Context: an optimization exercise on an open-source flow, tuned for small area, a short achievable clock period and few clock cycles per item. The choices shown serve that exercise and are no tape-out recipe.
Where RTL was checked, it was by simulation tests only, not by an equivalence proof against the original.
No activity file was given, so power comes from the tool's default toggle rates.

// playfair_digraph_cipher_top
module playfair_digraph_cipher_top (
  input  logic         clk,
  input  logic         rst_n,
  input  logic         cfg_we,
  input  logic [2:0]   cfg_index,
  input  logic [24:0]  cfg_data,
  input  logic         in_valid,
  output logic         in_ready,
  input  logic [4:0]   in_letter,
  input  logic         in_final,
  output logic         out_valid,
  input  logic         out_ready,
  output logic [4:0]   out_letter,
  output logic         out_letter_valid,
  output logic         out_eom,
  output logic         out_odd_error
);
Size: about 1200 cells after synthesis, ~49 I/O pins, about 0.011 sq mm of cells after synthesis.
clock: 7.0 ns
lec_check: 0
abc_area: 1
cap_margin: 20
core_margin: 2
core_utilization: 50
cts_buf_list: sky130_fd_sc_hd__clkbuf_16
cts_cluster_diameter: 120
cts_cluster_size: 25
place_density: 0.7
setup_slack_margin: 4.4
slew_margin: 20
run.sh (not shown) runs the stock make flow with config.mk's settings and CLKGATE_MAP_FILE= SYNTH_SCRIPT=/design/flow/synth_recipe.tcl, a recipe that flattens the netlist after the stock synthesis.
Testbench counts at the start, summed over its fixed seeds: cycles 13,875, letters 12,800.
Rerun with:
CORE_UTILIZATION = 55   (was 50)
CTS_CLUSTER_DIAMETER = 150   (was 120)
CTS_CLUSTER_SIZE = 30   (was 25)
PLACE_DENSITY = 0.75   (was 0.7)
SETUP_SLACK_MARGIN = 4.3   (was 4.4)
Wire length shrinks by 9.4%.
Power shrinks by 6.2%.
Die area shrinks by 8.9%.
Setup slack degrades by 53 ps.
Rerun with:
CORE_UTILIZATION = 40   (was 55)
CTS_CLUSTER_DIAMETER = 120   (was 150)
CTS_CLUSTER_SIZE = 25   (was 30)
PLACE_DENSITY = 0.6   (was 0.75)
Routed wire length came out higher by a few percent.
Worst hold slack improves by 20 ps.
Total power came out higher by a few percent.
Clock skew is lower by 17 ps.
Global-route usage falls by 6.6 points.
Combinational power hardly moves.
Clock-buffer cell count goes up by 2.
Die area is higher by well over a third.
Rerun with:
CORE_UTILIZATION = 50   (was 40)
CTS_CLUSTER_DIAMETER = 150   (was 120)
CTS_CLUSTER_SIZE = 30   (was 25)
PLACE_DENSITY = 0.7   (was 0.6)
SETUP_SLACK_MARGIN = 4.2   (was 4.3)
What happened:
- final cell count decreases by 5.5%
- critical path depth shrinks by 16
- routed wire length falls by 2.5%
- setup slack gets worse by 90 ps
- worst hold slack improved by 14 ps
- flip-flop and latch count stays the same
- register-to-register slack is better by 30 ps
- synthesized area does not change

========
ember:
The RTL this note starts from:
==> flow/design.v <==
module playfair_digraph_cipher_top (
  input  logic         clk,
  input  logic         rst_n,
  input  logic         cfg_we,
  input  logic [2:0]   cfg_index,
  input  logic [24:0]  cfg_data,
  input  logic         in_valid,
  output logic         in_ready,
  input  logic [4:0]   in_letter,
  input  logic         in_final,
  output logic         out_valid,
  input  logic         out_ready,
  output logic [4:0]   out_letter,
  output logic         out_letter_valid,
  output logic         out_eom,
  output logic         out_odd_error
);
  function automatic logic [4:0] fold_j(input logic [4:0] v);
    fold_j = (v == 5'd9) ? 5'd8 : v;
  endfunction
  function automatic logic [2:0] step_idx(input logic [2:0] i, input logic back);
    logic [2:0] res;
    if (back) begin
      res = (i == 3'd0) ? 3'd4 : i - 3'd1;
    end else begin
      res = (i == 3'd4) ? 3'd0 : i + 3'd1;
    end
    step_idx = res;
  endfunction
  logic         dec_r;
  logic [4:0]   fill_r;      
  logic [124:0] sq_r;        
  always_ff @(posedge clk) begin
    if (!rst_n || (cfg_we && cfg_index == 3'd0)) begin
      dec_r <= cfg_data[0] & rst_n;
    end
    for (int r = 0; r < 5; r++) begin
      if (!rst_n || (cfg_we && cfg_index == 3'(r + 1))) begin
        sq_r[r*25 +: 25] <= cfg_data & {25{rst_n}};
      end
    end
    if (!rst_n || (cfg_we && cfg_index == 3'd6)) begin
      fill_r <= rst_n ? fold_j(cfg_data[4:0]) : 5'd23;
    end
  end
  logic [1:0] fx_r;
  always_ff @(posedge clk) begin
    if (!rst_n) begin
      fx_r <= 2'd0;
    end else if (cfg_we) begin
      fx_r <= 2'd1;
    end else if (fx_r != 2'd0) begin
      fx_r <= fx_r + 2'd1;
    end
  end
  logic       a_v_r, s_v_r;
  logic [4:0] a_let_r, s_let_r;
  logic       a_fin_r, s_fin_r;
  logic       accept;
  logic       cons;          
  logic [4:0] in_fold;
  assign in_ready = !s_v_r && (fx_r == 2'd0);
  assign accept   = in_valid && in_ready;
  assign in_fold  = fold_j(in_letter);
  logic [24:0] hit;
  logic [4:0]  rowhit;
  logic [2:0]  colidx [5];
  logic [2:0]  loc_r, loc_c;
  always_comb begin
    for (int i = 0; i < 25; i++) begin
      hit[i] = (sq_r[i*5 +: 5] == a_let_r);
    end
    for (int r = 0; r < 5; r++) begin
      rowhit[r] = |hit[r*5 +: 5];
      colidx[r] = 3'd0;
      for (int c = 4; c >= 0; c--) begin
        if (hit[r*5 + c]) colidx[r] = 3'(c);
      end
    end
    loc_r = 3'd0;
    for (int r = 4; r >= 0; r--) begin
      if (rowhit[r]) loc_r = 3'(r);
    end
    loc_c = colidx[0];
    for (int r = 4; r >= 0; r--) begin
      if (rowhit[r]) loc_c = colidx[r];
    end
  end
  logic       pend_v_r;
  logic [4:0] pend_let_r;
  logic [5:0] pend_pos_r;
  logic [5:0] fill_pos_r;
  logic       j_v_r;
  logic [5:0] j_p1_r, j_p2_r;
  logic       j_dec_r, j_mark_r, j_last_r, j_twice_r;
  logic       j_done;
  logic       need_job;
  logic       same;
  logic [5:0] nj_p1, nj_p2;
  logic       nj_mark, nj_twice;
  logic       pend_v_nxt;
  assign same     = (pend_let_r == a_let_r);
  assign need_job = a_fin_r || pend_v_r;
  assign cons     = a_v_r && (!need_job || !j_v_r || j_done);
  always_comb begin
    nj_p1      = pend_pos_r;
    nj_p2      = {loc_r, loc_c};
    nj_mark    = 1'b0;
    nj_twice   = 1'b0;
    pend_v_nxt = 1'b0;
    if (!pend_v_r) begin
      nj_p1 = {loc_r, loc_c};
      nj_p2 = fill_pos_r;
      if (!a_fin_r) pend_v_nxt = 1'b1;
      nj_mark = dec_r;
    end else if (!dec_r && same) begin
      nj_p2      = fill_pos_r;
      nj_twice   = a_fin_r;
      pend_v_nxt = !a_fin_r;
    end
  end
  always_ff @(posedge clk) begin
    if (!rst_n) begin
      a_v_r    <= 1'b0;
      s_v_r    <= 1'b0;
      pend_v_r <= 1'b0;
      fill_pos_r <= 6'd0;
    end else begin
      if (!a_v_r || cons) begin
        a_v_r <= s_v_r || accept;
        s_v_r <= 1'b0;
      end else if (accept) begin
        s_v_r <= 1'b1;
      end
      if (cons) begin
        pend_v_r <= pend_v_nxt;
      end
      if (fx_r == 2'd2) begin
        fill_pos_r <= {loc_r, loc_c};
      end
    end
  end
  always_ff @(posedge clk) begin
    if (fx_r == 2'd1) begin
      a_let_r <= fill_r;
    end else if (fx_r == 2'd2) begin
      a_let_r <= pend_let_r;
    end else if (!a_v_r || cons) begin
      a_let_r <= s_v_r ? s_let_r : in_fold;
      a_fin_r <= s_v_r ? s_fin_r : in_final;
    end
    if (a_v_r && !cons && accept) begin
      s_let_r <= in_fold;
      s_fin_r <= in_final;
    end
    if (cons && !pend_v_r) begin
      pend_let_r <= a_let_r;
    end
    if ((cons && !pend_v_r) || fx_r == 2'd3) begin
      pend_pos_r <= {loc_r, loc_c};
    end
  end
  logic       adv;           
  logic [1:0] s_r;           
  logic       yp_v_r;        
  logic [4:0] yp_let_r;
  logic       yp_lv_r, yp_eom_r;
  logic       yk_r;          
  logic       o_v_r;
  logic [7:0] o_r;           
  assign adv    = !o_v_r || out_ready;
  assign j_done = j_v_r && adv && s_r[0] && (!j_twice_r || s_r[1]);
  logic       eqr, eqc, back;
  logic [2:0] r1, c1, r2, c2;
  logic [2:0] rd_r, rd_c;
  logic [24:0] row_sel;
  logic [4:0] rd_let;
  logic       keep;
  logic       eff_last;
  assign {r1, c1} = j_p1_r;
  assign {r2, c2} = j_p2_r;
  assign eqr      = (r1 == r2);
  assign eqc      = (c1 == c2);
  assign back     = j_dec_r;
  assign eff_last = j_last_r && (!j_twice_r || s_r[1]);
  always_comb begin
    if (!s_r[0]) begin
      rd_r = (!eqr && eqc) ? step_idx(r2, back) : r2;
      rd_c = eqr ? step_idx(c2, back) : (eqc ? c2 : c1);
    end else begin
      rd_r = (!eqr && eqc) ? step_idx(r1, back) : r1;
      rd_c = eqr ? step_idx(c1, back) : (eqc ? c1 : c2);
    end
    case (rd_r)
      3'd0:    row_sel = sq_r[24:0];
      3'd1:    row_sel = sq_r[49:25];
      3'd2:    row_sel = sq_r[74:50];
      3'd3:    row_sel = sq_r[99:75];
      default: row_sel = sq_r[124:100];
    endcase
    case (rd_c)
      3'd0:    rd_let = row_sel[4:0];
      3'd1:    rd_let = row_sel[9:5];
      3'd2:    rd_let = row_sel[14:10];
      3'd3:    rd_let = row_sel[19:15];
      default: rd_let = row_sel[24:20];
    endcase
  end
  assign keep = (rd_let != fill_r);
  always_ff @(posedge clk) begin
    if (!rst_n) begin
      j_v_r  <= 1'b0;
      s_r    <= 2'd0;
      yp_v_r <= 1'b0;
      o_v_r  <= 1'b0;
    end else begin
      if (cons && need_job) begin
        j_v_r <= 1'b1;
      end else if (j_done) begin
        j_v_r <= 1'b0;
      end
      if (adv) begin
        if (j_v_r) begin
          s_r <= j_done ? 2'd0 : s_r + 2'd1;
        end
        if (!j_v_r || !s_r[0]) begin
          o_v_r  <= yp_v_r;
          yp_v_r <= 1'b0;
        end else if (j_mark_r) begin
          o_v_r  <= 1'b1;
          yp_v_r <= 1'b0;
        end else begin
          o_v_r  <= !j_dec_r || keep;
          yp_v_r <= !j_dec_r || yk_r || (eff_last && !keep);
        end
      end
    end
  end
  always_ff @(posedge clk) begin
    if (cons && need_job) begin
      j_p1_r    <= nj_p1;
      j_p2_r    <= nj_p2;
      j_dec_r   <= dec_r;
      j_mark_r  <= nj_mark;
      j_last_r  <= a_fin_r;
      j_twice_r <= nj_twice;
    end
    if (adv) begin
      if (!j_v_r || !s_r[0]) begin
        o_r <= {yp_let_r, yp_lv_r, yp_eom_r, 1'b0};
        if (j_v_r) begin
          yp_let_r <= rd_let;
          yk_r     <= keep;
        end
      end else if (j_mark_r) begin
        o_r <= 8'b00000_0_1_1;
      end else begin
        o_r <= {rd_let, 1'b1, eff_last && j_dec_r && !yk_r, 1'b0};
        if (!j_dec_r || yk_r) begin
          yp_lv_r  <= 1'b1;
          yp_eom_r <= eff_last;
        end else begin
          yp_let_r <= 5'd0;
          yp_lv_r  <= 1'b0;
          yp_eom_r <= 1'b1;
        end
      end
    end
  end
  assign out_valid        = o_v_r;
  assign out_letter       = o_r[7:3];
  assign out_letter_valid = o_r[2];
  assign out_eom          = o_r[1];
  assign out_odd_error    = o_r[0];
endmodule
clock: 7.0 ns
lec_check: 0
cap_margin: 20
core_margin: 2
core_utilization: 25
place_density: 0.45
slew_margin: 20
> inputs changed (ember -> indigo)
# ember
export LEC_CHECK = 0
export CAP_MARGIN = 20
export CORE_MARGIN = 2
export CORE_UTILIZATION = 25
export PLACE_DENSITY = 0.45
export SLEW_MARGIN = 20
create_clock -name core_clock -period 7.0 [get_ports {clk}]
# indigo
export LEC_CHECK = 0
export CAP_MARGIN = 20
export CORE_MARGIN = 2
export CORE_UTILIZATION = 50
export PLACE_DENSITY = 0.7
export SETUP_SLACK_MARGIN = 3.5
export SLEW_MARGIN = 20
create_clock -name core_clock -period 7.0 [get_ports {clk}]
--- outcome ---
Diff ember -> indigo: utilization rose by 33 points; worst setup timing slack at the placement stage now sits higher; reported combinational group power increased by about 22% relative to the old numbers; length of routed met3 wiring went up; tightest slew margin relative to the limit went up by 5.6 points.
Input changes introduced in tundra (baseline for comparison: indigo):
# indigo
export LEC_CHECK = 0
export CAP_MARGIN = 20
export CORE_MARGIN = 2
export CORE_UTILIZATION = 50
export PLACE_DENSITY = 0.7
export SETUP_SLACK_MARGIN = 3.5
export SLEW_MARGIN = 20
create_clock -name core_clock -period 7.0 [get_ports {clk}]
# tundra
export LEC_CHECK = 0
export ABC_AREA = 1
export CAP_MARGIN = 20
export CORE_MARGIN = 2
export CORE_UTILIZATION = 50
export PLACE_DENSITY = 0.7
export SETUP_SLACK_MARGIN = 3.5
export SLEW_MARGIN = 20
create_clock -name core_clock -period 7.0 [get_ports {clk}]
- indigo and tundra ended up with roughly the same starting density of the core.
- tundra vs. indigo: via count went up; number of sinks driven by the clock tree comparable; die outline area now sits higher; number of gates given a new drive strength after cts saw a decrease.
- Sort indigo and tundra by worst path setup slack after routing, descending, and tundra comes first.
- Total power: tundra above indigo
- Going from indigo to tundra, the area after synthesis was found to have gone up by 0.38%.
- The run showing the greater standard cell area after detailed placement is tundra.
- tundra vs. indigo: wire length of the first global-routing pass went up by 1300 um.
Function was not checked in any run of this note: the RTL went through the layout flow alone.

static timing again, ports no longer ideal:
How much do the figures lean on ideal ports? The routed layouts below were timed once more, with nothing changed but the port constraints. Step 1, drivers: a clkbuf_16 drives clk and a buf_2 each remaining input, both assumed. Step 2, shift: input delay + t, output delay - t, t = (earliest + latest rising clock arrival at the registers) / 2. This alone moves slack from input paths to output paths. a / b / c = ideal / step 1 / step 2; a / b = the first two.
run | t, ns | setup WS [ns] | worst hold slack (ns) | clock arrival spread, ns | slew at the worst register clock pin (ns)
the first run of note 1 | 0.522 | 4.404 / 4.402 / 3.908 | 0.436 / 0.436 / 0.436 | 0.021 / 0.021 | 0.10 / 0.10
the second run of note 1 | 0.499 | 4.351 / 4.368 / 3.869 | 0.434 / 0.434 / 0.434 | 0.046 / 0.046 | 0.12 / 0.12
the third run of note 1 | 0.524 | 4.308 / 4.308 / 3.839 | 0.454 / 0.454 / 0.454 | 0.031 / 0.032 | 0.11 / 0.11
the fourth run of note 1 | 0.502 | 4.218 / 4.175 / 3.847 | 0.467 / 0.467 / 0.467 | 0.052 / 0.051 | 0.12 / 0.12
ember | 0.573 | 2.087 / 2.087 / 2.087 | 0.492 / 0.492 / 0.492 | 0.018 / 0.018 | 0.06 / 0.06
indigo | 0.545 | 3.337 / 3.337 / 3.085 | 0.458 / 0.458 / 0.458 | 0.013 / 0.014 | 0.07 / 0.07
tundra | 0.553 | 3.633 / 3.586 / 3.347 | 0.486 / 0.486 / 0.486 | 0.012 / 0.012 | 0.07 / 0.07
After both steps every run listed still meets setup and hold. For the first run of note 1, which loses most, drivers alone change the setup slack by -0.002 ns; drivers and shift together by -0.496 ns.
